From an optimization exercise on the open Yosys and OpenROAD flow, aimed at small area, a short achievable clock period and few clock cycles per item; shortcuts taken in it are not production practice.
Function was not checked in any run shown here: the RTL went through the layout flow alone.
No activity file was given, so power comes from the tool's default toggle rates.

==> flow/design.v (outline; a module is shown in full before it is edited, if it fits) <==
// module mul_tree1: 884 lines
// module mul_tree2: 278 lines
// module ooo_top: 164 lines
module ooo_top (
   input  wire         clock,
   input  wire         reset,
   input  wire         dispatch_valid,
   input  wire  [2:0]  dispatch_op,
   input  wire  [3:0]  dispatch_rd,
   input  wire  [3:0]  dispatch_rs1,
   input  wire  [3:0]  dispatch_rs2,
   input  wire  [15:0] dispatch_imm,
   output logic        dispatch_ready,
   output logic        commit_valid,
   output logic [3:0]  commit_rd,
   output logic [31:0] commit_value
);
  // ...
==> flow/run.sh <==
#!/bin/bash
# synth_recipe.tcl (not shown) runs the flow's synth.tcl, then flattens the netlist and writes it again
# the make line also repeats each setting of config.mk as NAME=value (left out here)
make -C /OpenROAD-flow-scripts/flow DESIGN_CONFIG=/design/flow/config.mk WORK_HOME=/design/flow/orfs CLKGATE_MAP_FILE= SYNTH_SCRIPT=/design/flow/synth_recipe.tcl finish
==> flow/config.mk <==
export PLATFORM = sky130hd
export DESIGN_NAME = ooo_top
export DESIGN_NICKNAME = ooo_top
export VERILOG_FILES = /design/flow/design.v
export SDC_FILE = /design/flow/constraint.sdc
export NUM_CORES = 4
export LEC_CHECK = 0
export CAP_MARGIN = 20
export CORE_MARGIN = 2
export CORE_UTILIZATION = 40
export PLACE_DENSITY = 0.5
export SETUP_SLACK_MARGIN = 4
export SLEW_MARGIN = 20
export TNS_END_PERCENT = 20
==> flow/constraint.sdc <==
create_clock -name core_clock -period 8.0 [get_ports {clock}]
set_input_delay 1.6000 -clock core_clock [delete_from_list [all_inputs] [get_ports {clock}]]
set_output_delay 1.6000 -clock core_clock [all_outputs]
set_load 0.01 [all_outputs]
==> impl_metrics.yaml, run 1 <==
status:
  status: "finished clean"
final_layout:
  buffers: 365
  nClkBuffers: 124
  finalNonFillerCells: 6733
  buf_share: 0.05736
  diodes: 4
  nets: 5179
  final_cell_mix: "edfxtp_1, a21oi_1, a221oi_1"
  multiInputGateArea_mm2: 0.02708
  inverters: 167
pwr:
  power-top-group: "combinational logic"
  power_frac_seq: 0.328
  pwr_density_cell_mw_per_mm2: 374.8
  swShare: 0.3882
  clk-power_mw: 4.35
  comb-power_mw: 10.5
cts:
  cts_tree: "yes"
  htreeDepth: 3
  clock_latency_ns: 0.70
setup_path:
  crit_type: "flip-flop to flip-flop"
  path_buf_inv: 5
  rrSetupSlack_ns: 3.44
  r2r_end: "rf[11][27]"
min_path:
  hp-class: "flip-flop to flip-flop"
  min-delay-start: "d_rd[2]"
  hold_path_depth: 0
placement:
  numPortBuffers: 71
  place_ws_ns: 2.500
synth:
  synthSimpleGateAreaFrac: 0.08278
  synth_top_cell_by_area: "edfxtp_1"
  synth_area_mm2: 0.05067
  synthTopCellsByArea: "edfxtp_1, dfxtp_1, xnor2_1"
  ys_types: 85
  synth-edff-count: 617
  synth_top_area_frac: 0.3657
drt:
  routed_wl_um: 232000
  ant_nets: 0
  wl_per_cell_um: 34.45
  highest_layer: "met5"
  drcViolationCount: 0
  met3_length_um: 25260
sta:
  fin_ws_ns: 3.440
global_route:
  overflow: 0
  grt_use_total: 0.3449
==> module ooo_top, before the edit <==
module ooo_top (
   input  wire         clock,
   input  wire         reset,
   input  wire         dispatch_valid,
   input  wire  [2:0]  dispatch_op,
   input  wire  [3:0]  dispatch_rd,
   input  wire  [3:0]  dispatch_rs1,
   input  wire  [3:0]  dispatch_rs2,
   input  wire  [15:0] dispatch_imm,
   output logic        dispatch_ready,
   output logic        commit_valid,
   output logic [3:0]  commit_rd,
   output logic [31:0] commit_value
);
   localparam logic [2:0] op_li  = 3'd0;
   localparam logic [2:0] op_add = 3'd1;
   localparam logic [2:0] op_sub = 3'd2;
   localparam logic [2:0] op_and = 3'd3;
   localparam logic [2:0] op_xor = 3'd4;
   localparam logic [2:0] op_mul = 3'd5;
   localparam int         mid_w  = ooo_pkg::mid_w;
   logic [31:0]      rf [16];
   logic [15:0]      rf_set;
   logic             f_valid;
   logic [2:0]       f_op;
   logic [3:0]       f_rd;
   logic [3:0]       f_rs1;
   logic [3:0]       f_rs2;
   logic [15:0]      f_imm;
   logic             d_valid;
   logic             d_sub;       
   logic             d_sel_sum;
   logic             d_sel_and;
   logic             d_sel_xor;
   logic             d_sel_pass;  
   logic             d_mul;
   logic [3:0]       d_rd;
   logic [31:0]      d_a;
   logic [31:0]      d_b;
   logic             d_a_m, d_b_m;    
   logic             m_valid;
   logic             m_mul;
   logic [3:0]       m_rd;
   logic [mid_w-1:0] m_mid;
   logic             w_valid;
   logic [3:0]       w_rd;
   logic [31:0]      w_val;
   logic             stall;
   logic             take;
   logic             uses;
   logic             a_d, b_d, a_m, b_m;
   logic [31:0]      rd_a, rd_b;
   logic [31:0]      m_row0;
   logic [31:0]      xa, xb;
   logic [32:0]      sum;
   logic [31:0]      row0;
   logic [mid_w-1:0] tree_mid;
   logic [mid_w-1:0] x_mid;
   logic [31:0]      m_s, m_c;
   logic [31:0]      w_next;
   assign m_row0 = m_mid[31:0];
   assign stall = d_valid && (d_a_m || d_b_m) && m_mul;
   assign take           = !(f_valid && stall);
   assign dispatch_ready = take;
   always_ff @(posedge clock) begin
      if (reset) begin
         f_valid <= 1'b0;
      end else if (take) begin
         f_valid <= dispatch_valid;
         f_op    <= dispatch_op;
         f_rd    <= dispatch_rd;
         f_rs1   <= dispatch_rs1;
         f_rs2   <= dispatch_rs2;
         f_imm   <= dispatch_imm;
      end
   end
   assign uses = (f_op != op_li);
   assign a_d = uses && d_valid && (f_rs1 == d_rd);
   assign b_d = uses && d_valid && (f_rs2 == d_rd);
   assign a_m = uses && m_valid && (f_rs1 == m_rd);
   assign b_m = uses && m_valid && (f_rs2 == m_rd);
   always_comb begin
      rd_a = '0;
      rd_b = '0;
      for (int r = 0; r < 16; r++) begin
         rd_a = rd_a | ({32{rf_set[r] && f_rs1 == r}} & rf[r]);
         rd_b = rd_b | ({32{rf_set[r] && f_rs2 == r}} & rf[r]);
      end
      if (a_m) rd_a = w_next;
      if (b_m) rd_b = w_next;
      if (!uses) rd_a = {{16{f_imm[15]}}, f_imm};
   end
   always_ff @(posedge clock) begin
      if (reset) begin
         d_valid <= 1'b0;
         d_a_m   <= 1'b0;
         d_b_m   <= 1'b0;
      end else if (stall) begin
         if (d_a_m) d_a <= w_next;
         if (d_b_m) d_b <= w_next;
         d_a_m <= 1'b0;
         d_b_m <= 1'b0;
      end else begin
         d_valid    <= f_valid;
         d_sub      <= (f_op == op_sub);
         d_sel_sum  <= (f_op == op_add) || (f_op == op_sub);
         d_sel_and  <= (f_op == op_and);
         d_sel_xor  <= (f_op == op_xor);
         d_sel_pass <= (f_op == op_li) || (f_op > op_mul);
         d_mul      <= (f_op == op_mul);
         d_rd       <= f_rd;
         d_a        <= rd_a;
         d_b        <= rd_b;
         d_a_m      <= a_d;
         d_b_m      <= b_d;
      end
   end
   assign xa = d_a_m ? m_row0 : d_a;
   assign xb = d_b_m ? m_row0 : d_b;
   assign sum = {xa, 1'b1} + {xb ^ {32{d_sub}}, d_sub};
   mul_tree1 i_mul_tree1 (.a(xa), .b(xb), .mid(tree_mid));
   assign row0 = ({32{d_sel_sum}}  & sum[32:1])
               | ({32{d_sel_and}}  & (xa & xb))
               | ({32{d_sel_xor}}  & (xa ^ xb))
               | ({32{d_sel_pass}} & xa)
               | ({32{d_mul}}      & tree_mid[31:0]);
   assign x_mid = {tree_mid[mid_w-1:32] & {(mid_w-32){d_mul}}, row0};
   always_ff @(posedge clock) begin
      if (reset) begin
         m_valid <= 1'b0;
      end else begin
         m_valid <= d_valid && !stall;
      end
      m_mul <= d_mul;
      m_rd  <= d_rd;
      m_mid <= x_mid;
   end
   mul_tree2 i_mul_tree2 (.mid(m_mid), .s(m_s), .c(m_c));
   assign w_next = m_s + m_c;
   always_ff @(posedge clock) begin
      if (reset) begin
         w_valid <= 1'b0;
      end else begin
         w_valid <= m_valid;
      end
      w_rd  <= m_rd;
      w_val <= w_next;
   end
   always_ff @(posedge clock) begin
      if (reset) begin
         rf_set <= '0;
      end else if (m_valid) begin
         rf_set[m_rd] <= 1'b1;
      end
   end
   always_ff @(posedge clock) begin
      if (m_valid) begin
         rf[m_rd] <= w_next;
      end
   end
   assign commit_valid = w_valid;
   assign commit_rd    = w_rd;
   assign commit_value = w_val;
endmodule
==> run 2, diff against run 1 <==
--- a/flow/design.v
+++ b/flow/design.v
@@ -1,18 +1,68 @@
 `default_nettype none
 package ooo_pkg;
    localparam int mid_w = 147;
 endpackage
 `default_nettype wire
 `default_nettype none
-module mul_tree1 (input wire [31:0] a, input wire [31:0] b, output wire [146:0] mid);
-   wire one0 = b[0] ^ 1'b0;
-   wire two0 = (b[1] & ~b[0] & ~1'b0) | (~b[1] & b[0] & 1'b0);
-   wire neg0 = b[1];
+module booth_enc (input wire [31:0] b, output wire [15:0] one, output wire [15:0] two, output wire [15:0] neg);
+   assign one[0] = b[0] ^ 1'b0;
+   assign two[0] = (b[1] & ~b[0] & ~1'b0) | (~b[1] & b[0] & 1'b0);
+   assign neg[0] = b[1];
+   assign one[1] = b[2] ^ b[1];
+   assign two[1] = (b[3] & ~b[2] & ~b[1]) | (~b[3] & b[2] & b[1]);
+   assign neg[1] = b[3];
+   assign one[2] = b[4] ^ b[3];
+   assign two[2] = (b[5] & ~b[4] & ~b[3]) | (~b[5] & b[4] & b[3]);
+   assign neg[2] = b[5];
+   assign one[3] = b[6] ^ b[5];
+   assign two[3] = (b[7] & ~b[6] & ~b[5]) | (~b[7] & b[6] & b[5]);
+   assign neg[3] = b[7];
+   assign one[4] = b[8] ^ b[7];
+   assign two[4] = (b[9] & ~b[8] & ~b[7]) | (~b[9] & b[8] & b[7]);
+   assign neg[4] = b[9];
+   assign one[5] = b[10] ^ b[9];
+   assign two[5] = (b[11] & ~b[10] & ~b[9]) | (~b[11] & b[10] & b[9]);
+   assign neg[5] = b[11];
+   assign one[6] = b[12] ^ b[11];
+   assign two[6] = (b[13] & ~b[12] & ~b[11]) | (~b[13] & b[12] & b[11]);
+   assign neg[6] = b[13];
+   assign one[7] = b[14] ^ b[13];
+   assign two[7] = (b[15] & ~b[14] & ~b[13]) | (~b[15] & b[14] & b[13]);
+   assign neg[7] = b[15];
+   assign one[8] = b[16] ^ b[15];
+   assign two[8] = (b[17] & ~b[16] & ~b[15]) | (~b[17] & b[16] & b[15]);
+   assign neg[8] = b[17];
+   assign one[9] = b[18] ^ b[17];
+   assign two[9] = (b[19] & ~b[18] & ~b[17]) | (~b[19] & b[18] & b[17]);
+   assign neg[9] = b[19];
+   assign one[10] = b[20] ^ b[19];
+   assign two[10] = (b[21] & ~b[20] & ~b[19]) | (~b[21] & b[20] & b[19]);
+   assign neg[10] = b[21];
+   assign one[11] = b[22] ^ b[21];
+   assign two[11] = (b[23] & ~b[22] & ~b[21]) | (~b[23] & b[22] & b[21]);
+   assign neg[11] = b[23];
+   assign one[12] = b[24] ^ b[23];
+   assign two[12] = (b[25] & ~b[24] & ~b[23]) | (~b[25] & b[24] & b[23]);
+   assign neg[12] = b[25];
+   assign one[13] = b[26] ^ b[25];
+   assign two[13] = (b[27] & ~b[26] & ~b[25]) | (~b[27] & b[26] & b[25]);
+   assign neg[13] = b[27];
+   assign one[14] = b[28] ^ b[27];
+   assign two[14] = (b[29] & ~b[28] & ~b[27]) | (~b[29] & b[28] & b[27]);
+   assign neg[14] = b[29];
+   assign one[15] = b[30] ^ b[29];
+   assign two[15] = (b[31] & ~b[30] & ~b[29]) | (~b[31] & b[30] & b[29]);
+   assign neg[15] = b[31];
+endmodule
+module mul_tree1 (input wire [31:0] a, input wire [15:0] one, input wire [15:0] two, input wire [15:0] neg, output wire [146:0] mid);
+   wire one0 = one[0];
+   wire two0 = two[0];
+   wire neg0 = neg[0];
    wire pp0_0 = ((one0 & a[0]) | (two0 & 1'b0)) ^ neg0;
    wire pp0_1 = ((one0 & a[1]) | (two0 & a[0])) ^ neg0;
    wire pp0_2 = ((one0 & a[2]) | (two0 & a[1])) ^ neg0;
    wire pp0_3 = ((one0 & a[3]) | (two0 & a[2])) ^ neg0;
    wire pp0_4 = ((one0 & a[4]) | (two0 & a[3])) ^ neg0;
    wire pp0_5 = ((one0 & a[5]) | (two0 & a[4])) ^ neg0;
    wire pp0_6 = ((one0 & a[6]) | (two0 & a[5])) ^ neg0;
    wire pp0_7 = ((one0 & a[7]) | (two0 & a[6])) ^ neg0;
@@ -35,19 +85,19 @@
    wire pp0_24 = ((one0 & a[24]) | (two0 & a[23])) ^ neg0;
    wire pp0_25 = ((one0 & a[25]) | (two0 & a[24])) ^ neg0;
    wire pp0_26 = ((one0 & a[26]) | (two0 & a[25])) ^ neg0;
    wire pp0_27 = ((one0 & a[27]) | (two0 & a[26])) ^ neg0;
    wire pp0_28 = ((one0 & a[28]) | (two0 & a[27])) ^ neg0;
    wire pp0_29 = ((one0 & a[29]) | (two0 & a[28])) ^ neg0;
    wire pp0_30 = ((one0 & a[30]) | (two0 & a[29])) ^ neg0;
    wire pp0_31 = ((one0 & a[31]) | (two0 & a[30])) ^ neg0;
-   wire one1 = b[2] ^ b[1];
-   wire two1 = (b[3] & ~b[2] & ~b[1]) | (~b[3] & b[2] & b[1]);
-   wire neg1 = b[3];
+   wire one1 = one[1];
+   wire two1 = two[1];
+   wire neg1 = neg[1];
    wire pp1_0 = ((one1 & a[0]) | (two1 & 1'b0)) ^ neg1;
    wire pp1_1 = ((one1 & a[1]) | (two1 & a[0])) ^ neg1;
    wire pp1_2 = ((one1 & a[2]) | (two1 & a[1])) ^ neg1;
    wire pp1_3 = ((one1 & a[3]) | (two1 & a[2])) ^ neg1;
    wire pp1_4 = ((one1 & a[4]) | (two1 & a[3])) ^ neg1;
    wire pp1_5 = ((one1 & a[5]) | (two1 & a[4])) ^ neg1;
    wire pp1_6 = ((one1 & a[6]) | (two1 & a[5])) ^ neg1;
    wire pp1_7 = ((one1 & a[7]) | (two1 & a[6])) ^ neg1;
@@ -68,19 +118,19 @@
    wire pp1_22 = ((one1 & a[22]) | (two1 & a[21])) ^ neg1;
    wire pp1_23 = ((one1 & a[23]) | (two1 & a[22])) ^ neg1;
    wire pp1_24 = ((one1 & a[24]) | (two1 & a[23])) ^ neg1;
    wire pp1_25 = ((one1 & a[25]) | (two1 & a[24])) ^ neg1;
    wire pp1_26 = ((one1 & a[26]) | (two1 & a[25])) ^ neg1;
    wire pp1_27 = ((one1 & a[27]) | (two1 & a[26])) ^ neg1;
    wire pp1_28 = ((one1 & a[28]) | (two1 & a[27])) ^ neg1;
    wire pp1_29 = ((one1 & a[29]) | (two1 & a[28])) ^ neg1;
-   wire one2 = b[4] ^ b[3];
-   wire two2 = (b[5] & ~b[4] & ~b[3]) | (~b[5] & b[4] & b[3]);
-   wire neg2 = b[5];
+   wire one2 = one[2];
+   wire two2 = two[2];
+   wire neg2 = neg[2];
    wire pp2_0 = ((one2 & a[0]) | (two2 & 1'b0)) ^ neg2;
    wire pp2_1 = ((one2 & a[1]) | (two2 & a[0])) ^ neg2;
    wire pp2_2 = ((one2 & a[2]) | (two2 & a[1])) ^ neg2;
    wire pp2_3 = ((one2 & a[3]) | (two2 & a[2])) ^ neg2;
    wire pp2_4 = ((one2 & a[4]) | (two2 & a[3])) ^ neg2;
    wire pp2_5 = ((one2 & a[5]) | (two2 & a[4])) ^ neg2;
    wire pp2_6 = ((one2 & a[6]) | (two2 & a[5])) ^ neg2;
    wire pp2_7 = ((one2 & a[7]) | (two2 & a[6])) ^ neg2;
@@ -99,19 +149,19 @@
    wire pp2_20 = ((one2 & a[20]) | (two2 & a[19])) ^ neg2;
    wire pp2_21 = ((one2 & a[21]) | (two2 & a[20])) ^ neg2;
    wire pp2_22 = ((one2 & a[22]) | (two2 & a[21])) ^ neg2;
    wire pp2_23 = ((one2 & a[23]) | (two2 & a[22])) ^ neg2;
    wire pp2_24 = ((one2 & a[24]) | (two2 & a[23])) ^ neg2;
    wire pp2_25 = ((one2 & a[25]) | (two2 & a[24])) ^ neg2;
    wire pp2_26 = ((one2 & a[26]) | (two2 & a[25])) ^ neg2;
    wire pp2_27 = ((one2 & a[27]) | (two2 & a[26])) ^ neg2;
-   wire one3 = b[6] ^ b[5];
-   wire two3 = (b[7] & ~b[6] & ~b[5]) | (~b[7] & b[6] & b[5]);
-   wire neg3 = b[7];
+   wire one3 = one[3];
+   wire two3 = two[3];
+   wire neg3 = neg[3];
    wire pp3_0 = ((one3 & a[0]) | (two3 & 1'b0)) ^ neg3;
    wire pp3_1 = ((one3 & a[1]) | (two3 & a[0])) ^ neg3;
    wire pp3_2 = ((one3 & a[2]) | (two3 & a[1])) ^ neg3;
    wire pp3_3 = ((one3 & a[3]) | (two3 & a[2])) ^ neg3;
    wire pp3_4 = ((one3 & a[4]) | (two3 & a[3])) ^ neg3;
    wire pp3_5 = ((one3 & a[5]) | (two3 & a[4])) ^ neg3;
    wire pp3_6 = ((one3 & a[6]) | (two3 & a[5])) ^ neg3;
    wire pp3_7 = ((one3 & a[7]) | (two3 & a[6])) ^ neg3;
@@ -128,19 +178,19 @@
    wire pp3_18 = ((one3 & a[18]) | (two3 & a[17])) ^ neg3;
    wire pp3_19 = ((one3 & a[19]) | (two3 & a[18])) ^ neg3;
    wire pp3_20 = ((one3 & a[20]) | (two3 & a[19])) ^ neg3;
    wire pp3_21 = ((one3 & a[21]) | (two3 & a[20])) ^ neg3;
    wire pp3_22 = ((one3 & a[22]) | (two3 & a[21])) ^ neg3;
    wire pp3_23 = ((one3 & a[23]) | (two3 & a[22])) ^ neg3;
    wire pp3_24 = ((one3 & a[24]) | (two3 & a[23])) ^ neg3;
    wire pp3_25 = ((one3 & a[25]) | (two3 & a[24])) ^ neg3;
-   wire one4 = b[8] ^ b[7];
-   wire two4 = (b[9] & ~b[8] & ~b[7]) | (~b[9] & b[8] & b[7]);
-   wire neg4 = b[9];
+   wire one4 = one[4];
+   wire two4 = two[4];
+   wire neg4 = neg[4];
    wire pp4_0 = ((one4 & a[0]) | (two4 & 1'b0)) ^ neg4;
    wire pp4_1 = ((one4 & a[1]) | (two4 & a[0])) ^ neg4;
    wire pp4_2 = ((one4 & a[2]) | (two4 & a[1])) ^ neg4;
    wire pp4_3 = ((one4 & a[3]) | (two4 & a[2])) ^ neg4;
    wire pp4_4 = ((one4 & a[4]) | (two4 & a[3])) ^ neg4;
    wire pp4_5 = ((one4 & a[5]) | (two4 & a[4])) ^ neg4;
    wire pp4_6 = ((one4 & a[6]) | (two4 & a[5])) ^ neg4;
    wire pp4_7 = ((one4 & a[7]) | (two4 & a[6])) ^ neg4;
@@ -155,19 +205,19 @@
    wire pp4_16 = ((one4 & a[16]) | (two4 & a[15])) ^ neg4;
    wire pp4_17 = ((one4 & a[17]) | (two4 & a[16])) ^ neg4;
    wire pp4_18 = ((one4 & a[18]) | (two4 & a[17])) ^ neg4;
    wire pp4_19 = ((one4 & a[19]) | (two4 & a[18])) ^ neg4;
    wire pp4_20 = ((one4 & a[20]) | (two4 & a[19])) ^ neg4;
    wire pp4_21 = ((one4 & a[21]) | (two4 & a[20])) ^ neg4;
    wire pp4_22 = ((one4 & a[22]) | (two4 & a[21])) ^ neg4;
    wire pp4_23 = ((one4 & a[23]) | (two4 & a[22])) ^ neg4;
-   wire one5 = b[10] ^ b[9];
-   wire two5 = (b[11] & ~b[10] & ~b[9]) | (~b[11] & b[10] & b[9]);
-   wire neg5 = b[11];
+   wire one5 = one[5];
+   wire two5 = two[5];
+   wire neg5 = neg[5];
    wire pp5_0 = ((one5 & a[0]) | (two5 & 1'b0)) ^ neg5;
    wire pp5_1 = ((one5 & a[1]) | (two5 & a[0])) ^ neg5;
    wire pp5_2 = ((one5 & a[2]) | (two5 & a[1])) ^ neg5;
    wire pp5_3 = ((one5 & a[3]) | (two5 & a[2])) ^ neg5;
    wire pp5_4 = ((one5 & a[4]) | (two5 & a[3])) ^ neg5;
    wire pp5_5 = ((one5 & a[5]) | (two5 & a[4])) ^ neg5;
    wire pp5_6 = ((one5 & a[6]) | (two5 & a[5])) ^ neg5;
    wire pp5_7 = ((one5 & a[7]) | (two5 & a[6])) ^ neg5;
@@ -180,19 +230,19 @@
    wire pp5_14 = ((one5 & a[14]) | (two5 & a[13])) ^ neg5;
    wire pp5_15 = ((one5 & a[15]) | (two5 & a[14])) ^ neg5;
    wire pp5_16 = ((one5 & a[16]) | (two5 & a[15])) ^ neg5;
    wire pp5_17 = ((one5 & a[17]) | (two5 & a[16])) ^ neg5;
    wire pp5_18 = ((one5 & a[18]) | (two5 & a[17])) ^ neg5;
    wire pp5_19 = ((one5 & a[19]) | (two5 & a[18])) ^ neg5;
    wire pp5_20 = ((one5 & a[20]) | (two5 & a[19])) ^ neg5;
    wire pp5_21 = ((one5 & a[21]) | (two5 & a[20])) ^ neg5;
-   wire one6 = b[12] ^ b[11];
-   wire two6 = (b[13] & ~b[12] & ~b[11]) | (~b[13] & b[12] & b[11]);
-   wire neg6 = b[13];
+   wire one6 = one[6];
+   wire two6 = two[6];
+   wire neg6 = neg[6];
    wire pp6_0 = ((one6 & a[0]) | (two6 & 1'b0)) ^ neg6;
    wire pp6_1 = ((one6 & a[1]) | (two6 & a[0])) ^ neg6;
    wire pp6_2 = ((one6 & a[2]) | (two6 & a[1])) ^ neg6;
    wire pp6_3 = ((one6 & a[3]) | (two6 & a[2])) ^ neg6;
    wire pp6_4 = ((one6 & a[4]) | (two6 & a[3])) ^ neg6;
    wire pp6_5 = ((one6 & a[5]) | (two6 & a[4])) ^ neg6;
    wire pp6_6 = ((one6 & a[6]) | (two6 & a[5])) ^ neg6;
    wire pp6_7 = ((one6 & a[7]) | (two6 & a[6])) ^ neg6;
@@ -203,19 +253,19 @@
    wire pp6_12 = ((one6 & a[12]) | (two6 & a[11])) ^ neg6;
    wire pp6_13 = ((one6 & a[13]) | (two6 & a[12])) ^ neg6;
    wire pp6_14 = ((one6 & a[14]) | (two6 & a[13])) ^ neg6;
    wire pp6_15 = ((one6 & a[15]) | (two6 & a[14])) ^ neg6;
    wire pp6_16 = ((one6 & a[16]) | (two6 & a[15])) ^ neg6;
    wire pp6_17 = ((one6 & a[17]) | (two6 & a[16])) ^ neg6;
    wire pp6_18 = ((one6 & a[18]) | (two6 & a[17])) ^ neg6;
    wire pp6_19 = ((one6 & a[19]) | (two6 & a[18])) ^ neg6;
-   wire one7 = b[14] ^ b[13];
-   wire two7 = (b[15] & ~b[14] & ~b[13]) | (~b[15] & b[14] & b[13]);
-   wire neg7 = b[15];
+   wire one7 = one[7];
+   wire two7 = two[7];
+   wire neg7 = neg[7];
    wire pp7_0 = ((one7 & a[0]) | (two7 & 1'b0)) ^ neg7;
    wire pp7_1 = ((one7 & a[1]) | (two7 & a[0])) ^ neg7;
    wire pp7_2 = ((one7 & a[2]) | (two7 & a[1])) ^ neg7;
    wire pp7_3 = ((one7 & a[3]) | (two7 & a[2])) ^ neg7;
    wire pp7_4 = ((one7 & a[4]) | (two7 & a[3])) ^ neg7;
    wire pp7_5 = ((one7 & a[5]) | (two7 & a[4])) ^ neg7;
    wire pp7_6 = ((one7 & a[6]) | (two7 & a[5])) ^ neg7;
    wire pp7_7 = ((one7 & a[7]) | (two7 & a[6])) ^ neg7;
@@ -224,110 +274,110 @@
    wire pp7_10 = ((one7 & a[10]) | (two7 & a[9])) ^ neg7;
    wire pp7_11 = ((one7 & a[11]) | (two7 & a[10])) ^ neg7;
    wire pp7_12 = ((one7 & a[12]) | (two7 & a[11])) ^ neg7;
    wire pp7_13 = ((one7 & a[13]) | (two7 & a[12])) ^ neg7;
    wire pp7_14 = ((one7 & a[14]) | (two7 & a[13])) ^ neg7;
    wire pp7_15 = ((one7 & a[15]) | (two7 & a[14])) ^ neg7;
    wire pp7_16 = ((one7 & a[16]) | (two7 & a[15])) ^ neg7;
    wire pp7_17 = ((one7 & a[17]) | (two7 & a[16])) ^ neg7;
-   wire one8 = b[16] ^ b[15];
-   wire two8 = (b[17] & ~b[16] & ~b[15]) | (~b[17] & b[16] & b[15]);
-   wire neg8 = b[17];
+   wire one8 = one[8];
+   wire two8 = two[8];
+   wire neg8 = neg[8];
    wire pp8_0 = ((one8 & a[0]) | (two8 & 1'b0)) ^ neg8;
    wire pp8_1 = ((one8 & a[1]) | (two8 & a[0])) ^ neg8;
    wire pp8_2 = ((one8 & a[2]) | (two8 & a[1])) ^ neg8;
    wire pp8_3 = ((one8 & a[3]) | (two8 & a[2])) ^ neg8;
    wire pp8_4 = ((one8 & a[4]) | (two8 & a[3])) ^ neg8;
    wire pp8_5 = ((one8 & a[5]) | (two8 & a[4])) ^ neg8;
    wire pp8_6 = ((one8 & a[6]) | (two8 & a[5])) ^ neg8;
    wire pp8_7 = ((one8 & a[7]) | (two8 & a[6])) ^ neg8;
    wire pp8_8 = ((one8 & a[8]) | (two8 & a[7])) ^ neg8;
    wire pp8_9 = ((one8 & a[9]) | (two8 & a[8])) ^ neg8;
    wire pp8_10 = ((one8 & a[10]) | (two8 & a[9])) ^ neg8;
    wire pp8_11 = ((one8 & a[11]) | (two8 & a[10])) ^ neg8;
    wire pp8_12 = ((one8 & a[12]) | (two8 & a[11])) ^ neg8;
    wire pp8_13 = ((one8 & a[13]) | (two8 & a[12])) ^ neg8;
    wire pp8_14 = ((one8 & a[14]) | (two8 & a[13])) ^ neg8;
    wire pp8_15 = ((one8 & a[15]) | (two8 & a[14])) ^ neg8;
-   wire one9 = b[18] ^ b[17];
-   wire two9 = (b[19] & ~b[18] & ~b[17]) | (~b[19] & b[18] & b[17]);
-   wire neg9 = b[19];
+   wire one9 = one[9];
+   wire two9 = two[9];
+   wire neg9 = neg[9];
    wire pp9_0 = ((one9 & a[0]) | (two9 & 1'b0)) ^ neg9;
    wire pp9_1 = ((one9 & a[1]) | (two9 & a[0])) ^ neg9;
    wire pp9_2 = ((one9 & a[2]) | (two9 & a[1])) ^ neg9;
    wire pp9_3 = ((one9 & a[3]) | (two9 & a[2])) ^ neg9;
    wire pp9_4 = ((one9 & a[4]) | (two9 & a[3])) ^ neg9;
    wire pp9_5 = ((one9 & a[5]) | (two9 & a[4])) ^ neg9;
    wire pp9_6 = ((one9 & a[6]) | (two9 & a[5])) ^ neg9;
    wire pp9_7 = ((one9 & a[7]) | (two9 & a[6])) ^ neg9;
    wire pp9_8 = ((one9 & a[8]) | (two9 & a[7])) ^ neg9;
    wire pp9_9 = ((one9 & a[9]) | (two9 & a[8])) ^ neg9;
    wire pp9_10 = ((one9 & a[10]) | (two9 & a[9])) ^ neg9;
    wire pp9_11 = ((one9 & a[11]) | (two9 & a[10])) ^ neg9;
    wire pp9_12 = ((one9 & a[12]) | (two9 & a[11])) ^ neg9;
    wire pp9_13 = ((one9 & a[13]) | (two9 & a[12])) ^ neg9;
-   wire one10 = b[20] ^ b[19];
-   wire two10 = (b[21] & ~b[20] & ~b[19]) | (~b[21] & b[20] & b[19]);
-   wire neg10 = b[21];
+   wire one10 = one[10];
+   wire two10 = two[10];
+   wire neg10 = neg[10];
    wire pp10_0 = ((one10 & a[0]) | (two10 & 1'b0)) ^ neg10;
    wire pp10_1 = ((one10 & a[1]) | (two10 & a[0])) ^ neg10;
    wire pp10_2 = ((one10 & a[2]) | (two10 & a[1])) ^ neg10;
    wire pp10_3 = ((one10 & a[3]) | (two10 & a[2])) ^ neg10;
    wire pp10_4 = ((one10 & a[4]) | (two10 & a[3])) ^ neg10;
    wire pp10_5 = ((one10 & a[5]) | (two10 & a[4])) ^ neg10;
    wire pp10_6 = ((one10 & a[6]) | (two10 & a[5])) ^ neg10;
    wire pp10_7 = ((one10 & a[7]) | (two10 & a[6])) ^ neg10;
    wire pp10_8 = ((one10 & a[8]) | (two10 & a[7])) ^ neg10;
    wire pp10_9 = ((one10 & a[9]) | (two10 & a[8])) ^ neg10;
    wire pp10_10 = ((one10 & a[10]) | (two10 & a[9])) ^ neg10;
    wire pp10_11 = ((one10 & a[11]) | (two10 & a[10])) ^ neg10;
-   wire one11 = b[22] ^ b[21];
-   wire two11 = (b[23] & ~b[22] & ~b[21]) | (~b[23] & b[22] & b[21]);
-   wire neg11 = b[23];
+   wire one11 = one[11];
+   wire two11 = two[11];
+   wire neg11 = neg[11];
    wire pp11_0 = ((one11 & a[0]) | (two11 & 1'b0)) ^ neg11;
    wire pp11_1 = ((one11 & a[1]) | (two11 & a[0])) ^ neg11;
    wire pp11_2 = ((one11 & a[2]) | (two11 & a[1])) ^ neg11;
    wire pp11_3 = ((one11 & a[3]) | (two11 & a[2])) ^ neg11;
    wire pp11_4 = ((one11 & a[4]) | (two11 & a[3])) ^ neg11;
    wire pp11_5 = ((one11 & a[5]) | (two11 & a[4])) ^ neg11;
    wire pp11_6 = ((one11 & a[6]) | (two11 & a[5])) ^ neg11;
    wire pp11_7 = ((one11 & a[7]) | (two11 & a[6])) ^ neg11;
    wire pp11_8 = ((one11 & a[8]) | (two11 & a[7])) ^ neg11;
    wire pp11_9 = ((one11 & a[9]) | (two11 & a[8])) ^ neg11;
-   wire one12 = b[24] ^ b[23];
-   wire two12 = (b[25] & ~b[24] & ~b[23]) | (~b[25] & b[24] & b[23]);
-   wire neg12 = b[25];
+   wire one12 = one[12];
+   wire two12 = two[12];
+   wire neg12 = neg[12];
    wire pp12_0 = ((one12 & a[0]) | (two12 & 1'b0)) ^ neg12;
    wire pp12_1 = ((one12 & a[1]) | (two12 & a[0])) ^ neg12;
    wire pp12_2 = ((one12 & a[2]) | (two12 & a[1])) ^ neg12;
    wire pp12_3 = ((one12 & a[3]) | (two12 & a[2])) ^ neg12;
    wire pp12_4 = ((one12 & a[4]) | (two12 & a[3])) ^ neg12;
    wire pp12_5 = ((one12 & a[5]) | (two12 & a[4])) ^ neg12;
    wire pp12_6 = ((one12 & a[6]) | (two12 & a[5])) ^ neg12;
    wire pp12_7 = ((one12 & a[7]) | (two12 & a[6])) ^ neg12;
-   wire one13 = b[26] ^ b[25];
-   wire two13 = (b[27] & ~b[26] & ~b[25]) | (~b[27] & b[26] & b[25]);
-   wire neg13 = b[27];
+   wire one13 = one[13];
+   wire two13 = two[13];
+   wire neg13 = neg[13];
    wire pp13_0 = ((one13 & a[0]) | (two13 & 1'b0)) ^ neg13;
    wire pp13_1 = ((one13 & a[1]) | (two13 & a[0])) ^ neg13;
    wire pp13_2 = ((one13 & a[2]) | (two13 & a[1])) ^ neg13;
    wire pp13_3 = ((one13 & a[3]) | (two13 & a[2])) ^ neg13;
    wire pp13_4 = ((one13 & a[4]) | (two13 & a[3])) ^ neg13;
    wire pp13_5 = ((one13 & a[5]) | (two13 & a[4])) ^ neg13;
-   wire one14 = b[28] ^ b[27];
-   wire two14 = (b[29] & ~b[28] & ~b[27]) | (~b[29] & b[28] & b[27]);
-   wire neg14 = b[29];
+   wire one14 = one[14];
+   wire two14 = two[14];
+   wire neg14 = neg[14];
    wire pp14_0 = ((one14 & a[0]) | (two14 & 1'b0)) ^ neg14;
    wire pp14_1 = ((one14 & a[1]) | (two14 & a[0])) ^ neg14;
    wire pp14_2 = ((one14 & a[2]) | (two14 & a[1])) ^ neg14;
    wire pp14_3 = ((one14 & a[3]) | (two14 & a[2])) ^ neg14;
-   wire one15 = b[30] ^ b[29];
-   wire two15 = (b[31] & ~b[30] & ~b[29]) | (~b[31] & b[30] & b[29]);
-   wire neg15 = b[31];
+   wire one15 = one[15];
+   wire two15 = two[15];
+   wire neg15 = neg[15];
    wire pp15_0 = ((one15 & a[0]) | (two15 & 1'b0)) ^ neg15;
    wire pp15_1 = ((one15 & a[1]) | (two15 & a[0])) ^ neg15;
    wire t1 = pp0_31 ^ pp1_29 ^ pp2_27 ^ pp3_25 ^ pp4_23 ^ pp5_21 ^ pp6_19 ^ pp7_17 ^ pp8_15 ^ pp9_13 ^ pp10_11 ^ pp11_9 ^ pp12_7 ^ pp13_5 ^ pp14_3 ^ pp15_1;
    wire s2 = pp0_16 ^ pp1_14;
    wire k3 = pp0_16 & pp1_14;
    wire s4 = pp0_17 ^ pp1_15;
    wire k5 = pp0_17 & pp1_15;
    wire x6 = pp0_18 ^ pp1_16;
@@ -1203,29 +1253,34 @@
    logic             d_sel_sum;
    logic             d_sel_and;
    logic             d_sel_xor;
    logic             d_sel_pass;  
    logic             d_mul;
    logic [3:0]       d_rd;
    logic [31:0]      d_a;
    logic [31:0]      d_b;
-   logic             d_a_m, d_b_m;    
+   logic [15:0]      d_one, d_two, d_neg;    
+   logic             d_a_m, d_b_m, d_a_w, d_b_w;
    logic             m_valid;
    logic             m_mul;
    logic [3:0]       m_rd;
    logic [mid_w-1:0] m_mid;
    logic             w_valid;
    logic [3:0]       w_rd;
    logic [31:0]      w_val;
    logic             stall;
    logic             take;
    logic             uses;
    logic             a_d, b_d, a_m, b_m;
    logic [31:0]      rd_a, rd_b;
+   logic [15:0]      rd_one, rd_two, rd_neg;
+   logic [15:0]      m_one, m_two, m_neg;
+   logic [15:0]      w_one, w_two, w_neg;
+   logic [15:0]      x_one, x_two, x_neg;
    logic [31:0]      m_row0;
    logic [31:0]      xa, xb;
    logic [32:0]      sum;
    logic [31:0]      row0;
    logic [mid_w-1:0] tree_mid;
    logic [mid_w-1:0] x_mid;
    logic [31:0]      m_s, m_c;
    logic [31:0]      w_next;
@@ -1252,49 +1307,67 @@
    assign b_m = uses && m_valid && (f_rs2 == m_rd);
    always_comb begin
       rd_a = '0;
       rd_b = '0;
       for (int r = 0; r < 16; r++) begin
          rd_a = rd_a | ({32{rf_set[r] && f_rs1 == r}} & rf[r]);
          rd_b = rd_b | ({32{rf_set[r] && f_rs2 == r}} & rf[r]);
       end
-      if (a_m) rd_a = w_next;
-      if (b_m) rd_b = w_next;
       if (!uses) rd_a = {{16{f_imm[15]}}, f_imm};
    end
+   booth_enc i_rd_enc (.b(rd_b), .one(rd_one), .two(rd_two), .neg(rd_neg));
    always_ff @(posedge clock) begin
       if (reset) begin
          d_valid <= 1'b0;
          d_a_m   <= 1'b0;
          d_b_m   <= 1'b0;
+         d_a_w   <= 1'b0;
+         d_b_w   <= 1'b0;
       end else if (stall) begin
-         if (d_a_m) d_a <= w_next;
-         if (d_b_m) d_b <= w_next;
+         if (d_a_w) d_a <= w_val;
+         if (d_b_w) begin
+            d_b   <= w_val;
+            d_one <= w_one;
+            d_two <= w_two;
+            d_neg <= w_neg;
+         end
+         d_a_w <= d_a_m;
+         d_b_w <= d_b_m;
          d_a_m <= 1'b0;
          d_b_m <= 1'b0;
       end else begin
          d_valid    <= f_valid;
          d_sub      <= (f_op == op_sub);
          d_sel_sum  <= (f_op == op_add) || (f_op == op_sub);
          d_sel_and  <= (f_op == op_and);
          d_sel_xor  <= (f_op == op_xor);
          d_sel_pass <= (f_op == op_li) || (f_op > op_mul);
          d_mul      <= (f_op == op_mul);
          d_rd       <= f_rd;
          d_a        <= rd_a;
          d_b        <= rd_b;
+         d_one      <= rd_one;
+         d_two      <= rd_two;
+         d_neg      <= rd_neg;
          d_a_m      <= a_d;
          d_b_m      <= b_d;
+         d_a_w      <= !a_d && a_m;
+         d_b_w      <= !b_d && b_m;
       end
    end
-   assign xa = d_a_m ? m_row0 : d_a;
-   assign xb = d_b_m ? m_row0 : d_b;
+   assign xa = d_a_m ? m_row0 : (d_a_w ? w_val : d_a);
+   assign xb = d_b_m ? m_row0 : (d_b_w ? w_val : d_b);
+   booth_enc i_m_enc (.b(m_row0), .one(m_one), .two(m_two), .neg(m_neg));
+   booth_enc i_w_enc (.b(w_val), .one(w_one), .two(w_two), .neg(w_neg));
+   assign x_one = d_b_m ? m_one : (d_b_w ? w_one : d_one);
+   assign x_two = d_b_m ? m_two : (d_b_w ? w_two : d_two);
+   assign x_neg = d_b_m ? m_neg : (d_b_w ? w_neg : d_neg);
    assign sum = {xa, 1'b1} + {xb ^ {32{d_sub}}, d_sub};
-   mul_tree1 i_mul_tree1 (.a(xa), .b(xb), .mid(tree_mid));
+   mul_tree1 i_mul_tree1 (.a(xa), .one(x_one), .two(x_two), .neg(x_neg), .mid(tree_mid));
    assign row0 = ({32{d_sel_sum}}  & sum[32:1])
                | ({32{d_sel_and}}  & (xa & xb))
                | ({32{d_sel_xor}}  & (xa ^ xb))
                | ({32{d_sel_pass}} & xa)
                | ({32{d_mul}}      & tree_mid[31:0]);
    assign x_mid = {tree_mid[mid_w-1:32] & {(mid_w-32){d_mul}}, row0};
    always_ff @(posedge clock) begin
       if (reset) begin
--- a/flow/config.mk
+++ b/flow/config.mk
@@ -6,9 +6,9 @@
 export NUM_CORES = 4
 export LEC_CHECK = 0
 export CAP_MARGIN = 20
 export CORE_MARGIN = 2
 export CORE_UTILIZATION = 40
 export PLACE_DENSITY = 0.5
 export SETUP_SLACK_MARGIN = 4
 export SLEW_MARGIN = 20
-export TNS_END_PERCENT = 20
+export TNS_END_PERCENT = 0
==> impl_metrics.yaml, run 2 <==
synth:
  synth.most_common_cell: "edfxtp_1"
  ys_ff_latch: 877
  synth_flop_cell: "edfxtp_1"
  synth-edff-count: 665
  synth_top_cell_by_area: "edfxtp_1"
  ys_types: 86
  synth_common_cells: "edfxtp_1, xnor2_1, a22oi_1, nor2_1, clkbuf_1"
  ys_async_sr_fraction: 0
  syn-instance-count: 4786
  synth_top_area_frac: 0.3813
  synth_area_mm2: 0.05238
  synthTopCellsByArea: "edfxtp_1, xnor2_1, dfxtp_1"
  syn_nets: 4962
  syn-mean-instance-area_um2: 10.94
  seq_area_frac_synth: 0.4623
  yosysWarnings: 1
floorplan:
  start_util: 0.4040
  pin_count: 72
  row_count: 132
  die_w_um: 365.9
  dieHeight_um: 365.9
  core_mm2: 0.1296
  dieArea_mm2: 0.1339
final_layout:
  layout_commonest_cell: "edfxtp_1"
  largest_register_ffs: 512
  multiInputGateArea_mm2: 0.02655
  syn2layout_area_growth_pct: 12.51
  nets: 4925
  reg.largest.list: "rf x512, m_mid x147"
  regArea_mm2: 0.02425
  n_fill_cell: 12050
  drive_above_1_share: 0.1288
  max_flop_register: "rf"
  post-route-util: 0.4545
  final_cell_mix: "edfxtp_1, xnor2_1, a22oi_1"
drt:
  wl_per_cell_um: 31.90
  vias: 41610
  drcViolationCount: 0
  drt-vias-per-instance: 6.330
  ant_nets: 0
  drt-initial-drc-count: 5797
  first_pass_iters: 8
  routed_wl_um: 209700
global_route:
  grt_pass1_vias: 40400
  grt_use_total: 0.3028
  antenna_found_initial: 2
  overflow: 0
  grt_pass1_wl_um: 296100
  grt_max_degree: 207
sta:
  skew_ns: 0.02928
  max_freq_mhz: 227.0
  worst_slew_pin_slew_ns: 1.172
  final_hold_viol_count: 0
  slew_headroom: 0.2186
  maxSlewViolCount: 0
  period_needed_ns: 4.405
  finalCritPeriodShare: 0.5507
  rsz0062_at_grt: "yes"
  tns_ns: 0
  setup_viol: 0
pwr:
  power_frac_seq: 0.370
  p_switching_mw: 8.629
  pwr_density_cell_mw_per_mm2: 376.4
  swShare: 0.3890
  power.internal_mw: 13.55
  cellLeakagePower_nw: 20.57
  max-vdd-ir-drop_mv: 0.4668
  clkPwrFrac: 0.211
  combPwrFrac: 0.419
placement:
  post-dp-hpwl_um: 128300
  gp_congestion: 0.9035
  numPortBuffers: 71
cts:
  cts_buffers: 97
  cts.sinks: 877
  cts_tree: "yes"
  clk_root_buffer_cell: "clkbuf_16"
  htreeDepth: 3
  cts_hold_buf: 0
  clock_latency_ns: 0.72
  clkSlewWorstSetupHoldPaths_ns: 0.06
  cts_max_path_buffers: 3
setup_path:
  crit_type: "flip-flop to flip-flop"
  required_ns: 8.64
  worst_setup_path_end_kind: "flip-flop"
  start_kind: "flip-flop"
  arrival_ns: 5.04
  critical_path.max_fanout: 24
min_path:
  hp-class: "flip-flop to flip-flop"
flow_run:
  cap_violations: 0
status:
  status: "finished clean"
## run 2: cell count changes in the layout (fill, tap and decap cells not counted), moves of 40 or more
| cell | change |
|---|---|
| o21ai_0 | -92 |
| edfxtp_1 | +48 |
| mux2_2 | +57 |
| nor3_1 | -40 |
| a221oi_1 | -198 |
| buf_4 | -92 |
| a21oi_1 | -271 |
| a22oi_1 | +245 |
| o21a_1 | +45 |
| nand2_1 | -40 |
| a22o_1 | -47 |
| xor2_1 | +114 |
| xnor2_1 | +212 |
## run 2: cell families after synthesis
family          after synthesis  synth area share
buf+inv                     523           0.04302
flops                       877            0.4623
simple gates                867           0.08034
fa+ha+maj                   269           0.06182
compound gates             1341            0.1881
xor+xnor                    788            0.1375
mux                         121           0.02692
## run 2: power by group through the flow
stage / Sequential, mW / Combinational, mW / Clock (mW)
2_1_floorplan: 8.03 / 5.04 / 0
3_3_place_gp: 8.30 / 8.45 / 0
3_5_place_dp: 8.30 / 8.47 / 0
4_1_cts: 8.21 / 9.10 / 4.72
5_1_grt: 8.25 / 9.96 / 4.91
6_report: 8.21 / 9.30 / 4.67
## run 2: per-layer routing
metal | vias to the layer above | track usage | wire (um)
met5 | - | 0 | 18
met4 | 2 | 0.1266 | 8961
met3 | 570 | 0.04761 | 18510
met2 | 2395 | 0.4755 | 94460
met1 | 20750 | 0.4155 | 87760
li1 | 17900 | - | -
## run 2: worst max-delay path, cell delays in order, from the launching register on
cell and delay [ns]:
dfxtp_4 0.40, buf_16 0.19, o21ai_0 0.57, o21a_1 0.26
xor2_1 0.23, ha_1 0.32, a21o_1 0.18, a221o_1 0.35
a21oi_2 0.13, o21ai_0 0.08, nand2_1 0.15, a211oi_4 0.12
o2111ai_2 0.28, a21oi_1 0.13, or4b_2 0.64, o21ai_1 0.10
a221o_1 0.16
## run 2: area by class of cell
| class | instances | share of cell area |
|---|---|---|
| well taps | 1742 | 0.03699 |
| inverters | 152 | 0.009809 |
| clock inverters | 55 | 0.01076 |
| diodes | 3 | 0.0001274 |
| repair buffers | 235 | 0.03554 |
| clock buffers | 124 | 0.04471 |
| flip-flops and latches | 877 | 0.4115 |
| multi-input cells | 3386 | 0.4505 |
## run 2: path summary, 6_finish.rpt
kind                 from         to  slack, ns  cells past startpoint
setup / recovery    d_b_w  m_mid[30]       3.59                     16
hold / removal    f_rd[2]    d_rd[2]       0.43                      0
setup reg to reg    d_b_w  m_mid[30]       3.59                     16
hold reg to reg   f_rd[2]    d_rd[2]       0.43                      0
## run 2: timing repair
| action | CTS | global route |
|---|---|---|
| gates resized for setup | 70 | 24 |
| gates cloned | 3 | 0 |
| setup buffers | 13 | 8 |
| pin swaps | 23 | 14 |
| endpoints found under the setup margin | 364 | 388 |
## run 2: metrics by stage
stage                     hold WS (ns)  setup WS, ns  area (um^2)  instances  power, mW
after floorplan                 0.3462         3.547        52500       4786      13.07
after global placement          0.4064         2.787        55000       6368      16.76
after detailed placement        0.4124         2.720        55010       6368      16.76
after CTS                       0.4235         3.564        58760       6563      22.03
after global routing            0.4269         3.434        58920       6571      23.12
final                           0.4257         3.595        58930       6574      22.18
==> run 3, diff against run 2 <==
--- a/flow/config.mk
+++ b/flow/config.mk
@@ -8,6 +8,6 @@
 export CAP_MARGIN = 20
 export CORE_MARGIN = 2
-export CORE_UTILIZATION = 40
-export PLACE_DENSITY = 0.5
+export CORE_UTILIZATION = 55
+export PLACE_DENSITY = 0.65
 export SETUP_SLACK_MARGIN = 4
 export SLEW_MARGIN = 20
==> impl_metrics.yaml, run 3 <==
min_path:
  hold_path_depth: 0
  min-delay-start: "f_rd[1]"
  hp-class: "flip-flop to flip-flop"
  worstHoldEndpoint: "d_rd[1]"
setup_path:
  r2r_start: "d_a_w"
  crit_type: "flip-flop to flip-flop"
  arrival_ns: 5.00
  required_ns: 8.56
  worst_setup_path_end_kind: "flip-flop"
  critical_path.max_fanout: 27
  start_kind: "flip-flop"
  rrSetupSlack_ns: 3.56
  reg2regPathDepth: 16
  r2r_end: "m_mid[31]"
synth:
  syn-instance-count: 4786
  synth.most_common_cell: "edfxtp_1"
  yosysWarnings: 1
  synth_xor_area_frac: 0.1375
  seq_area_frac_synth: 0.4623
  syn-mean-instance-area_um2: 10.94
  synthAdderAreaFrac: 0.06182
  synth_compound_area_frac: 0.1881
  synth_flop_cell: "edfxtp_1"
  synth-edff-count: 665
  synth_mux_area_frac: 0.02692
  synthTopCellsByArea: "edfxtp_1, xnor2_1, dfxtp_1"
  synth_top_area_frac: 0.3813
  ys_async_sr_fraction: 0
  ys_types: 86
  ys_ff_latch: 877
  synth_top_cell_by_area: "edfxtp_1"
  syn_nets: 4962
  synth_top_family_by_area: "compound AO/OA/AOI/OAI gates"
  synth_common_cells: "edfxtp_1, xnor2_1, a22oi_1, nor2_1, clkbuf_1"
  synth_area_mm2: 0.05238
  synthSimpleGateAreaFrac: 0.08034
cts:
  htreeDepth: 3
  clk_root_buffer_cell: "clkbuf_16"
  clock_latency_ns: 0.68
  cts_max_path_buffers: 3
  cts_hold_buf: 0
  cts_tree: "yes"
  cts_buffers: 95
  cts.sinks: 877
  clkSlewWorstSetupHoldPaths_ns: 0.07
global_route:
  grt_use_total: 0.3720
  overflow: 0
  grt_max_degree: 207
  grt_pass1_wl_um: 268500
  antenna_found_initial: 2
  grt_pass1_vias: 40010
floorplan:
  start_util: 0.5529
  core_mm2: 0.09473
  row_count: 113
  die_w_um: 312.6
  dieHeight_um: 312.6
  pin_count: 72
  dieArea_mm2: 0.09772
sta:
  skew_ns: 0.02600
  final_hold_viol_count: 0
  slew_headroom: 0.1540
  maxSlewViolCount: 0
  fin_ws_ns: 3.562
  tns_ns: 0
  finalCritPeriodShare: 0.5547
  max_freq_mhz: 225.4
  period_needed_ns: 4.438
  rsz0062_at_grt: "yes"
  setup_viol: 0
  worst_slew_pin_slew_ns: 1.269
placement:
  gp_congestion: 0.9573
  post_dp_cell_area_mm2: 0.05432
  place_ws_ns: 2.622
  numPortBuffers: 71
  post-dp-hpwl_um: 113400
final_layout:
  nets: 4922
  max_flop_register: "rf"
  syn2layout_area_growth_pct: 11.31
  fin_area_mm2: 0.05830
  largest_register_ffs: 512
  layout_commonest_cell: "edfxtp_1"
  reg.largest.list: "rf x512, m_mid x147"
  final_cell_mix: "edfxtp_1, xnor2_1, a22oi_1"
  drive_above_1_share: 0.1297
drt:
  vias: 42220
  wl_per_cell_um: 30.86
  routed_wl_um: 188000
  drt-initial-drc-count: 6993
  ant_nets: 0
  first_pass_iters: 9
  drt-vias-per-instance: 6.931
  drcViolationCount: 0
pwr:
  cellLeakagePower_nw: 20.59
  max-vdd-ir-drop_mv: 0.5255
  pwr_density_cell_mw_per_mm2: 371.4
status:
  status: "finished clean"
flow_run:
  cap_violations: 0
[run 3: logic make-up (layout without fill, tap and decap cells)]
logic type | after synthesis | in the layout
AOI/OAI and AO/OA | 1341 | 1341
xor gates and xnor gates | 788 | 788
adders and majority gates | 269 | 269
buffers and inverters | 523 | 561
DFF | 877 | 877
muxes | 121 | 123
other | 0 | 1
and+or+nand+nor | 867 | 867
[run 3: critical path, cell delays in order, from the launching register on]
cell and delay (ns):
dfxtp_4 0.47, buf_6 0.21, buf_4 0.17, mux2_2 0.37
mux2i_2 0.41, inv_2 0.04, buf_4 0.28, ha_1 0.27
or3_1 0.37, a2111o_1 0.33, and3_4 0.20, a21oi_4 0.19
nor2_2 0.12, or2_1 0.31, a41oi_2 0.18, xnor2_1 0.08
a221o_1 0.31
[run 3: final cells by class]
| class | count | area, um^2 |
|---|---|---|
| fill | 7658 | 36430 |
| tap | 1265 | 1583 |
| antenna | 1 | 2.502 |
| sequential | 877 | 24250 |
| multi-input combinational | 3388 | 26650 |
| timing repair buffer | 232 | 2135 |
| clock buffer | 123 | 2567 |
| inverter | 152 | 580.6 |
| clock inverter | 54 | 528.0 |
[run 3: metal layers]
metal | GRT usage | part of all wire | up-vias
met5 | 0 | 0.000048 | -
met4 | 0.1606 | 0.049 | 2
met3 | 0.08726 | 0.13 | 575
met2 | 0.5632 | 0.44 | 3218
met1 | 0.5126 | 0.38 | 20530
li1 | - | - | 17900
[run 3: worst max path at each step]
stage / start / endpoint / slack [ns] / depth (start not counted)
after floorplan: d_b_w / m_mid[31] / 3.55 / 24
after detailed placement: d_a_w / m_mid[28] / 2.62 / 16
after global routing: m_mid[13] / rf[10][30] / 3.53 / 17
final: d_a_w / m_mid[31] / 3.56 / 16
after CTS: m_mid[7] / rf[3][30] / 3.65 / 17
after global placement: m_mid[15] / rf[10][28] / 2.57 / 16
[run 3: what timing repair did]
item	CTS	global route
gates resized for setup	81	28
endpoints found under the setup margin	332	280
gates cloned	4	4
setup buffers	23	6
endpoints found under the hold margin	0	0
pin swaps	24	23
[run 3: power by group]
part | internal, mW | switching [mW]
combinational | 3.32 | 5.74
clock | 2.51 | 1.92
sequential | 7.67 | 0.485
total | 13.5 | 8.15
[run 3: metrics by stage]
step / cells / total power, mW / hold WS [ns] / utilization
after global routing: 6091 / 22.47 / 0.4275 / 0.6154
after floorplan: 4786 / 13.07 / 0.3462 / -
after global placement: 5877 / 15.99 / 0.4046 / 0.5733
after detailed placement: 5877 / 16.13 / 0.4144 / 0.5734
final: 6092 / 21.65 / 0.4217 / 0.6155
after CTS: 6081 / 21.42 / 0.4156 / 0.6130
==> run 4, diff against run 3 <==
--- a/flow/design.v
+++ b/flow/design.v
@@ -1249,4 +1249,5 @@
    logic [3:0]       f_rs2;
    logic [15:0]      f_imm;
+   logic             ready_q;     
    logic             d_valid;
    logic             d_sub;       
@@ -1261,4 +1262,5 @@
    logic [15:0]      d_one, d_two, d_neg;    
    logic             d_a_m, d_b_m, d_a_w, d_b_w;
+   logic             d_ma_m, d_mb_m, d_ma_w, d_mb_w;
    logic             m_valid;
    logic             m_mul;
@@ -1271,5 +1273,7 @@
    logic             take;
    logic             uses;
-   logic             a_d, b_d, a_m, b_m;
+   logic             f_mul;
+   logic             a_d, b_d, a_m, b_m, a_w, b_w;
+   logic             ready_next;
    logic [31:0]      rd_a, rd_b;
    logic [15:0]      rd_one, rd_two, rd_neg;
@@ -1278,5 +1282,5 @@
    logic [15:0]      x_one, x_two, x_neg;
    logic [31:0]      m_row0;
-   logic [31:0]      xa, xb;
+   logic [31:0]      xa, xb, ma;
    logic [32:0]      sum;
    logic [31:0]      row0;
@@ -1286,24 +1290,33 @@
    logic [31:0]      w_next;
    assign m_row0 = m_mid[31:0];
-   assign stall = d_valid && (d_a_m || d_b_m) && m_mul;
+   assign stall = d_valid && m_mul && (d_a_m || d_b_m || d_ma_m || d_mb_m);
    assign take           = !(f_valid && stall);
-   assign dispatch_ready = take;
+   assign dispatch_ready = ready_q;
+   assign ready_next = !(!stall && dispatch_valid && f_valid && d_valid && d_mul &&
+                         uses && (f_rs1 == d_rd || f_rs2 == d_rd));
    always_ff @(posedge clock) begin
       if (reset) begin
          f_valid <= 1'b0;
-      end else if (take) begin
-         f_valid <= dispatch_valid;
-         f_op    <= dispatch_op;
-         f_rd    <= dispatch_rd;
-         f_rs1   <= dispatch_rs1;
-         f_rs2   <= dispatch_rs2;
-         f_imm   <= dispatch_imm;
+         ready_q <= 1'b1;
+      end else begin
+         ready_q <= ready_next;
+         if (take) begin
+            f_valid <= dispatch_valid;
+            f_op    <= dispatch_op;
+            f_rd    <= dispatch_rd;
+            f_rs1   <= dispatch_rs1;
+            f_rs2   <= dispatch_rs2;
+            f_imm   <= dispatch_imm;
+         end
       end
    end
-   assign uses = (f_op != op_li);
+   assign uses  = (f_op != op_li);
+   assign f_mul = (f_op == op_mul);
    assign a_d = uses && d_valid && (f_rs1 == d_rd);
    assign b_d = uses && d_valid && (f_rs2 == d_rd);
    assign a_m = uses && m_valid && (f_rs1 == m_rd);
    assign b_m = uses && m_valid && (f_rs2 == m_rd);
+   assign a_w = w_valid && (f_rs1 == w_rd);
+   assign b_w = w_valid && (f_rs2 == w_rd);
    always_comb begin
       rd_a = '0;
@@ -1313,4 +1326,6 @@
          rd_b = rd_b | ({32{rf_set[r] && f_rs2 == r}} & rf[r]);
       end
+      if (a_w) rd_a = w_val;
+      if (b_w) rd_b = w_val;
       if (!uses) rd_a = {{16{f_imm[15]}}, f_imm};
    end
@@ -1323,7 +1338,11 @@
          d_a_w   <= 1'b0;
          d_b_w   <= 1'b0;
+         d_ma_m  <= 1'b0;
+         d_mb_m  <= 1'b0;
+         d_ma_w  <= 1'b0;
+         d_mb_w  <= 1'b0;
       end else if (stall) begin
-         if (d_a_w) d_a <= w_val;
-         if (d_b_w) begin
+         if (d_a_w || d_ma_w) d_a <= w_val;
+         if (d_b_w || d_mb_w) begin
             d_b   <= w_val;
             d_one <= w_one;
@@ -1331,8 +1350,12 @@
             d_neg <= w_neg;
          end
-         d_a_w <= d_a_m;
-         d_b_w <= d_b_m;
-         d_a_m <= 1'b0;
-         d_b_m <= 1'b0;
+         d_a_w  <= d_a_m;
+         d_b_w  <= d_b_m;
+         d_ma_w <= d_ma_m;
+         d_mb_w <= d_mb_m;
+         d_a_m  <= 1'b0;
+         d_b_m  <= 1'b0;
+         d_ma_m <= 1'b0;
+         d_mb_m <= 1'b0;
       end else begin
          d_valid    <= f_valid;
@@ -1342,5 +1365,5 @@
          d_sel_xor  <= (f_op == op_xor);
          d_sel_pass <= (f_op == op_li) || (f_op > op_mul);
-         d_mul      <= (f_op == op_mul);
+         d_mul      <= f_mul;
          d_rd       <= f_rd;
          d_a        <= rd_a;
@@ -1349,19 +1372,24 @@
          d_two      <= rd_two;
          d_neg      <= rd_neg;
-         d_a_m      <= a_d;
-         d_b_m      <= b_d;
-         d_a_w      <= !a_d && a_m;
-         d_b_w      <= !b_d && b_m;
+         d_a_m      <= !f_mul && a_d;
+         d_b_m      <= !f_mul && b_d;
+         d_a_w      <= !f_mul && !a_d && a_m;
+         d_b_w      <= !f_mul && !b_d && b_m;
+         d_ma_m     <= f_mul && a_d;
+         d_mb_m     <= f_mul && b_d;
+         d_ma_w     <= f_mul && !a_d && a_m;
+         d_mb_w     <= f_mul && !b_d && b_m;
       end
    end
    assign xa = d_a_m ? m_row0 : (d_a_w ? w_val : d_a);
    assign xb = d_b_m ? m_row0 : (d_b_w ? w_val : d_b);
+   assign ma = d_ma_m ? m_row0 : (d_ma_w ? w_val : d_a);
    booth_enc i_m_enc (.b(m_row0), .one(m_one), .two(m_two), .neg(m_neg));
    booth_enc i_w_enc (.b(w_val), .one(w_one), .two(w_two), .neg(w_neg));
-   assign x_one = d_b_m ? m_one : (d_b_w ? w_one : d_one);
-   assign x_two = d_b_m ? m_two : (d_b_w ? w_two : d_two);
-   assign x_neg = d_b_m ? m_neg : (d_b_w ? w_neg : d_neg);
+   assign x_one = d_mb_m ? m_one : (d_mb_w ? w_one : d_one);
+   assign x_two = d_mb_m ? m_two : (d_mb_w ? w_two : d_two);
+   assign x_neg = d_mb_m ? m_neg : (d_mb_w ? w_neg : d_neg);
    assign sum = {xa, 1'b1} + {xb ^ {32{d_sub}}, d_sub};
-   mul_tree1 i_mul_tree1 (.a(xa), .one(x_one), .two(x_two), .neg(x_neg), .mid(tree_mid));
+   mul_tree1 i_mul_tree1 (.a(ma), .one(x_one), .two(x_two), .neg(x_neg), .mid(tree_mid));
    assign row0 = ({32{d_sel_sum}}  & sum[32:1])
                | ({32{d_sel_and}}  & (xa & xb))
@@ -1394,11 +1422,11 @@
       if (reset) begin
          rf_set <= '0;
-      end else if (m_valid) begin
-         rf_set[m_rd] <= 1'b1;
+      end else if (w_valid) begin
+         rf_set[w_rd] <= 1'b1;
       end
    end
    always_ff @(posedge clock) begin
-      if (m_valid) begin
-         rf[m_rd] <= w_next;
+      if (w_valid) begin
+         rf[w_rd] <= w_val;
       end
    end
--- a/flow/config.mk
+++ b/flow/config.mk
@@ -8,6 +8,6 @@
 export CAP_MARGIN = 20
 export CORE_MARGIN = 2
-export CORE_UTILIZATION = 55
-export PLACE_DENSITY = 0.65
+export CORE_UTILIZATION = 40
+export PLACE_DENSITY = 0.5
 export SETUP_SLACK_MARGIN = 4
 export SLEW_MARGIN = 20
==> impl_metrics.yaml, run 4 <==
floorplan:
  pin_count: 72
  dieHeight_um: 367.7
  dieArea_mm2: 0.1352
  row_count: 133
  die_w_um: 367.7
  start_util: 0.4029
  core_mm2: 0.1313
setup_path:
  critical_path.max_fanout: 4
  start_kind: "flip-flop"
  path_buf_inv: 1
  crit_chain: "maj3_2 > xnor2_2 > xnor2_2 > fa_1 > inv_2 > ha_4 > a21o_1 > a21oi_2 > o21bai_1 > a21o_1 > a21oi_2 > o21ai_2 > a2111o_1 > a31oi_4 > a21oi_2 > or4_1 > nand3_1"
  cp_common_cell: "a21oi_2"
  cp_slowest_stage_delay_ns: 0.52
  worst_setup_path_end_kind: "flip-flop"
  arrival_ns: 4.66
  crit_family: "compound AO/OA/AOI/OAI gates"
  required_ns: 8.63
  r2r_start: "m_mid[12]"
  rrSetupSlack_ns: 3.97
  reg2regPathDepth: 17
  crit_slowest_cell: "fa_1"
  cp.depth: 17
  r2r_end: "w_val[30]"
  crit_type: "flip-flop to flip-flop"
final_layout:
  max_flop_register: "rf"
  layout_commonest_cell: "edfxtp_1"
  syn2layout_area_growth_pct: 13.30
  reg.largest.list: "rf x512, m_mid x147"
  nets: 5147
  largest_register_ffs: 512
  n_fill_cell: 12230
  post-route-util: 0.4565
  drive_above_1_share: 0.1306
  final_cell_mix: "edfxtp_1, xor2_1, nor2_1"
synth:
  synth_top_family_by_area: "compound AO/OA/AOI/OAI gates"
  synth_common_cells: "edfxtp_1, nor2_1, xnor2_1, xor2_1, nand2_1"
  syn-instance-count: 5005
  synth_flop_cell: "edfxtp_1"
  synth_mux_area_frac: 0.02618
  yosysWarnings: 1
  synth_xor_area_frac: 0.1374
  synthAdderAreaFrac: 0.06221
  ys_ff_latch: 865
  synth_compound_area_frac: 0.1922
  syn-mean-instance-area_um2: 10.57
  synth_top_area_frac: 0.3679
  synthSimpleGateAreaFrac: 0.08851
  synth_top_cell_by_area: "edfxtp_1"
  synth.most_common_cell: "edfxtp_1"
  ys_async_sr_fraction: 0
  synth-edff-count: 648
  synth_area_mm2: 0.05290
  synthTopCellsByArea: "edfxtp_1, dfxtp_1, xnor2_1"
  syn_nets: 5181
  seq_area_frac_synth: 0.4500
  ys_types: 97
drt:
  vias: 42660
  drt-initial-drc-count: 4840
  first_pass_iters: 7
  wl_per_cell_um: 30.59
  drcViolationCount: 0
  routed_wl_um: 208300
  ant_nets: 0
  drt-vias-per-instance: 6.265
min_path:
  hp-class: "flip-flop to flip-flop"
  min-delay-start: "m_rd[1]"
  hold_path_depth: 0
  worstHoldEndpoint: "w_rd[1]"
flow_run:
  cap_violations: 0
sta:
  slew_headroom: 0.3281
  setup_viol: 0
  final_hold_viol_count: 0
  maxSlewViolCount: 0
  tns_ns: 0
  finalCritPeriodShare: 0.5039
  rsz0062_at_grt: "yes"
  max_freq_mhz: 248.1
  skew_ns: 0.05545
  period_needed_ns: 4.031
  whs_ns: 0.4049
  worst_slew_pin_slew_ns: 1.001
cts:
  cts.sinks: 865
  clock_latency_ns: 0.74
  clkSlewWorstSetupHoldPaths_ns: 0.07
  clk_root_buffer_cell: "clkbuf_16"
  cts_buffers: 98
  cts_hold_buf: 0
  cts_tree: "yes"
  cts_max_path_buffers: 3
  htreeDepth: 3
global_route:
  grt_use_total: 0.2989
  grt_pass1_vias: 41800
  overflow: 0
  grt_max_degree: 94
  grt_pass1_wl_um: 297200
  antenna_found_initial: 1
pwr:
  power.internal_mw: 10.80
  combPwrFrac: 0.390
  power_frac_seq: 0.346
  clkPwrFrac: 0.265
  swShare: 0.3670
  max-vdd-ir-drop_mv: 0.1790
  p_switching_mw: 6.260
  cellLeakagePower_nw: 21.20
  pwr_density_cell_mw_per_mm2: 284.6
placement:
  post-dp-hpwl_um: 124700
  numPortBuffers: 71
  gp_congestion: 0.9023
status:
  status: "finished clean"
==> run 4: cell types whose count changed in the layout (fill, tap and decap cells not counted), sizes merged, moves of 83 or more <==
cell   previous run  this run
a22oi           458       169
mux2             96        12
mux2i            27       122
nand2           216       313
nor2            288       371
o22ai            40       279
xnor2           543       369
xor2            229       364
==> run 4: power by group through the flow <==
stage | Clock, mW | Sequential, mW | Combinational [mW]
after floorplan | 0 | 5.98 | 4.16
after global placement | 0 | 5.97 | 6.06
after detailed placement | 0 | 5.97 | 6.09
after CTS | 4.58 | 5.88 | 6.34
after global routing | 4.74 | 5.93 | 7.21
final | 4.51 | 5.90 | 6.65
==> run 4: worst reg2reg max path: stages (launching register included) <==
cell	delay, ns
dfxtp_4	0.37
maj3_2	0.35
xnor2_2	0.16
xnor2_2	0.14
fa_1	0.52
inv_2	0.05
ha_4	0.23
a21o_1	0.17
a21oi_2	0.13
o21bai_1	0.07
a21o_1	0.19
a21oi_2	0.14
o21ai_2	0.08
a2111o_1	0.50
a31oi_4	0.25
a21oi_2	0.10
or4_1	0.40
nand3_1	0.09
==> run 4: worst max-delay path by stage <==
| stage | from | endpoint | slack [ns] |
|---|---|---|---|
| 2_1_floorplan | d_mb_m | d_b[0] | 3.77 |
| 3_3_place_gp | m_mid[9] | w_val[31] | 3.07 |
| 3_5_place_dp | m_mid[9] | w_val[31] | 3.04 |
| 4_1_cts | d_mb_m | m_mid[133] | 3.87 |
| 5_1_grt | m_mid[11] | w_val[30] | 3.85 |
| 6_report | m_mid[12] | w_val[30] | 3.97 |
==> run 4: timing repair <==
action / in CTS / in global routing
buffers inserted: 22 / 32
cloned: 0 / 1
pin swaps: 13 / 20
endpoints found under the setup margin: 71 / 54
gates resized for setup: 87 / 98
==> run 4: cells by family (layout without fill, tap and decap cells) <==
family	after synthesis	in the layout
simple gates	1019	1019
other cells	0	1
xor+xnor	767	767
flops	865	865
fa+ha+maj	274	274
buf+inv	540	588
compound gates	1406	1406
mux	134	134
==> run 4: final cells by class <==
class / count / area, um^2 / share of cell area
timing repair buffer: 293 / 2648 / 0.04417
multi-input combinational: 3600 / 27590 / 0.4604
inverter: 113 / 426.7 / 0.007119
antenna: 1 / 2.502 / 0.00004175
clock inverter: 54 / 510.5 / 0.008517
clock buffer: 128 / 2663 / 0.04442
tap: 1755 / 2196 / 0.03664
sequential: 865 / 23900 / 0.3987
==> run 4: metrics by stage <==
stage / instance area, um^2 / setup WS (ns) / power [mW] / instances
3_3_place_gp: 55530 / 3.073 / 12.03 / 6570
6_report: 59940 / 3.969 / 17.06 / 6809
2_1_floorplan: 52920 / 3.766 / 10.14 / 5005
4_1_cts: 59210 / 3.873 / 16.81 / 6774
5_1_grt: 59930 / 3.849 / 17.88 / 6808
3_5_place_dp: 55530 / 3.036 / 12.06 / 6570
==> run 4: per-layer routing <==
metal | GRT usage | up-vias | wire [um]
li1 | - | 18690 | -
met1 | 0.3920 | 21050 | 85570
met2 | 0.4794 | 2303 | 94610
met3 | 0.05208 | 618 | 17380
met4 | 0.1396 | 0 | 10700
met5 | 0 | - | 0

Setup slack of run 4, layout unchanged: 3.969 ns with ideal ports, 3.969 ns with driving cells assumed (clock clkbuf_16, inputs buf_2), 3.969 ns with port delays also shifted by the 0.789 ns mid clock arrival.
